Source: an optimization exercise on an open RTL-to-GDS flow (aim: small area). Production flows keep margins and buffers that such runs may drop. The RTL was checked by simulation tests, not by an equivalence proof against the original design. Power is estimated from default activity; no workload was simulated. The clock port is modelled as an ideal driver; clocking choices that lean on that would not hold on a real chip.

## build 21
// npc_bp
module npc_bp #(
  parameter int                  DATAWIDTH   = 32,
  parameter int                  BTB_ENTRIES = 32,
  parameter logic [DATAWIDTH-1:0] RESET_PC   = 32'h0000_0000,
  parameter int                  CNT_WIDTH   = 16
) (
  input  logic                 clk,
  input  logic                 rst_n,
  input  logic                 stall,
  output logic [DATAWIDTH-1:0] pc,
  output logic [DATAWIDTH-1:0] pred_npc,
  output logic                 pred_taken,
  input  logic                 ex_valid,
  input  logic [DATAWIDTH-1:0] ex_pc,
  input  logic [DATAWIDTH-1:0] ex_pred_npc,
  input  logic [2:0]           ex_ctrl_NPC,
  input  logic [1:0]           ex_flags,
  input  logic [DATAWIDTH-1:0] ex_imm,
  input  logic [DATAWIDTH-1:0] ex_result_ALU,
  output logic [DATAWIDTH-1:0] ex_pc_add4,
  output logic                 flush,
  output logic [CNT_WIDTH-1:0] mispredict_cnt
);
  logic [DATAWIDTH-1:0]   pc_q, pc_d;
  logic [CNT_WIDTH-1:0]   cnt_q, cnt_d, cnt_inc;
  logic [DATAWIDTH-1:0]   btb_target, act_npc, pc_add4, br_tgt;
  logic                   btb_taken, act_taken, is_cti;
  logic [2:0]             ctrl;
  npc_btb #(
    .DATAWIDTH  (DATAWIDTH),
    .BTB_ENTRIES(BTB_ENTRIES)
  ) u_btb (
    .clk      (clk),
    .rst_n    (rst_n),
    .lk_pc    (pc_q[DATAWIDTH-1:2]),
    .lk_taken (btb_taken),
    .lk_target(btb_target),
    .up_en    (ex_valid && is_cti),
    .up_pc    (ex_pc[DATAWIDTH-1:2]),
    .up_taken (act_taken),
    .up_target(act_npc)
  );
  npc_inc4 #(DATAWIDTH) u_inc_pc (.a(pc_q),  .y(pc_add4));
  npc_inc4 #(DATAWIDTH) u_inc_ex (.a(ex_pc), .y(ex_pc_add4));
  logic [DATAWIDTH-1:0] addend;
  assign addend = act_taken ? ex_imm : DATAWIDTH'(4);
  npc_add  #(DATAWIDTH) u_add_br (.a(ex_pc), .b(addend), .y(br_tgt));
  npc_inc1 #(CNT_WIDTH) u_inc_cnt (.a(cnt_q), .y(cnt_inc));
  assign pc             = pc_q;
  assign pred_taken     = btb_taken;
  assign pred_npc       = btb_taken ? btb_target : pc_add4;
  assign mispredict_cnt = cnt_q;
  assign ctrl           = ex_ctrl_NPC;
  always_comb begin
    is_cti    = 1'b0;
    act_taken = 1'b0;
    case (ctrl)
  ...
Size: ~4400 cells after synthesis, about 250 I/O pins.
Settings: LEC_CHECK=0, CAP_MARGIN=10, CELL_PAD_IN_SITES_DETAIL_PLACEMENT=1, CELL_PAD_IN_SITES_GLOBAL_PLACEMENT=1, CORE_MARGIN=2, CORE_UTILIZATION=40, PLACE_DENSITY=0.5, SLEW_MARGIN=10, SYNTH_HIERARCHICAL=1; clock period 9.0 ns.
standard.sh (not shown) runs the stock make flow with config.mk's settings and CLKGATE_MAP_FILE= SYNTH_SCRIPT=/design/flow/synth_recipe.tcl, a recipe that flattens the netlist after the stock synthesis.
==> flow/flow/run.sh <==
#!/bin/bash
# Standard ORFS layout (the standard.sh) with two changes: clock-tree
# synthesis uses clkbuf_16 with larger sink clusters and no dummy loads, and
# the port buffers are plain buf_1 cells. Each tool's output is kept in a log
# file in the work folder.
set -euo pipefail
export CTS_ARGS="-sink_clustering_enable -repair_clock_nets -dont_use_dummy_load -buf_list sky130_fd_sc_hd__clkbuf_16 -sink_clustering_size 25 -sink_clustering_max_diameter 80"
export BUFFER_PORTS_ARGS="-buffer_cell sky130_fd_sc_hd__buf_1"
bash standard.sh > standard_make.log 2>&1 || { tail -50 standard_make.log; exit 1; }
[inputs] build 52 vs build 21
--- a/flow/flow/run.sh
+++ b/flow/flow/run.sh
@@ -4 +4,2 @@
-# the port buffers are plain buf_1 cells. Each tool's output is kept in a log
+# the port buffers are plain buf_1 cells; non-critical gates are downsized
+# after global routing. Each tool's output is kept in a log
@@ -7 +8 @@
-export CTS_ARGS="-sink_clustering_enable -repair_clock_nets -dont_use_dummy_load -buf_list sky130_fd_sc_hd__clkbuf_16 -sink_clustering_size 25 -sink_clustering_max_diameter 80"
+export CTS_ARGS="-sink_clustering_enable -repair_clock_nets -dont_use_dummy_load -buf_list sky130_fd_sc_hd__clkbuf_16 -sink_clustering_size 27 -sink_clustering_max_diameter 85"
@@ -8,0 +10,2 @@
+# After global routing, downsize gates on paths with positive slack.
+export RECOVER_POWER=100
Notes after the runs:
Max fraction of the cycle the final worst path needs across build 21 and build 52: build 52. Compared with build 21, build 52 shows a higher maximum vdd ir drop. Status for build 21 and build 52: clean finish in build 21 only. Build 52 finished all stages; layout check result: FAIL, due to max-capacitance violations, max-slew violations. Summary of the comparison: sequential share of layout area is higher in build 52, relative to build 21. Looking at cell leakage power, build 52 sits below build 21. STATUS register-to-register slack: build 52 wins against build 21. Combinational group share of total power was higher in the run labelled build 52. Last weighted congestion value of the routability-driven placer: build 21 vs build 52, no meaningful difference. Going from build 21 to build 52, the layout overhead on the synthesized area was found to have gone down by 0.56 points. Total power: build 52 vs build 21 down about 1.5%. Share of the core filled with cells (build 52 over build 21): decrease, 0.22 points.
--- input diff build 52..build 97 ---
Settings: swapping 0.5 for 0.7 in PLACE_DENSITY.
==> flow/flow/run.sh <==
#!/bin/bash
# Standard ORFS layout (the standard.sh) with two changes: clock-tree
# synthesis uses clkbuf_16 with larger sink clusters and no dummy loads, and
# the port buffers are plain buf_1 cells. Each tool's output is kept in a log
# file in the work folder.
set -euo pipefail
export CTS_ARGS="-sink_clustering_enable -repair_clock_nets -dont_use_dummy_load -buf_list sky130_fd_sc_hd__clkbuf_16 -sink_clustering_size 30 -sink_clustering_max_diameter 100"
export BUFFER_PORTS_ARGS="-buffer_cell sky130_fd_sc_hd__buf_1"
bash standard.sh > standard_make.log 2>&1 || { tail -50 standard_make.log; exit 1; }
--- outcome ---
Status for build 52 and build 97: clean finish in build 97 only. Layout checks on build 52: not met. Flow itself completed; violations: max-capacitance violations, max-slew violations. Build 97 — first-iteration DRC count 903 higher, build 52 as reference. Count of sequential standard cells delta (build 97 -> build 52): insignificant. Worst setup path startpoint: ex_ctrl_NPC[2] -> build 52, ex_ctrl_NPC[1] -> build 97. Taking build 52 as the reference point, the proportion of power drawn by combinational gates of build 97 rises by 0.2 points. Build 52 -> build 97: synthesized area delta 0, exact match. Note that the count of clock-buffer cells in the layout recorded for build 97 amounts to 0.72 times the value seen in build 52. Relative to build 52, final instance area decreased by 1.4% in build 97.

==> separate check: timing with driven ports <==
How much do the figures lean on ideal ports? The routed layouts below were timed once more, with nothing changed but the port constraints. Step 1, drivers: a clkbuf_16 drives clk and a buf_2 each remaining input, both assumed. Step 2, shift: input delay + t, output delay - t, t = (earliest + latest rising clock arrival at the registers) / 2. This alone moves slack from input paths to output paths. Three values: ideal, step 1, step 2; two values: the first two.
run | shift t [ns] | setup WS [ns] | clock arrival spread, ns
build 21 | 0.884 | 0.163 / 0.138 / 0.138 | 0.108 / 0.108
build 52 | 0.852 | 0.140 / 0.115 / 0.115 | 0.107 / 0.107
build 97 | 0.809 | 0.331 / 0.299 / 0.305 | 0.107 / 0.107
The setup slack of build 97, which loses most, moves by -0.032 ns with the drivers and by -0.026 ns with both steps.
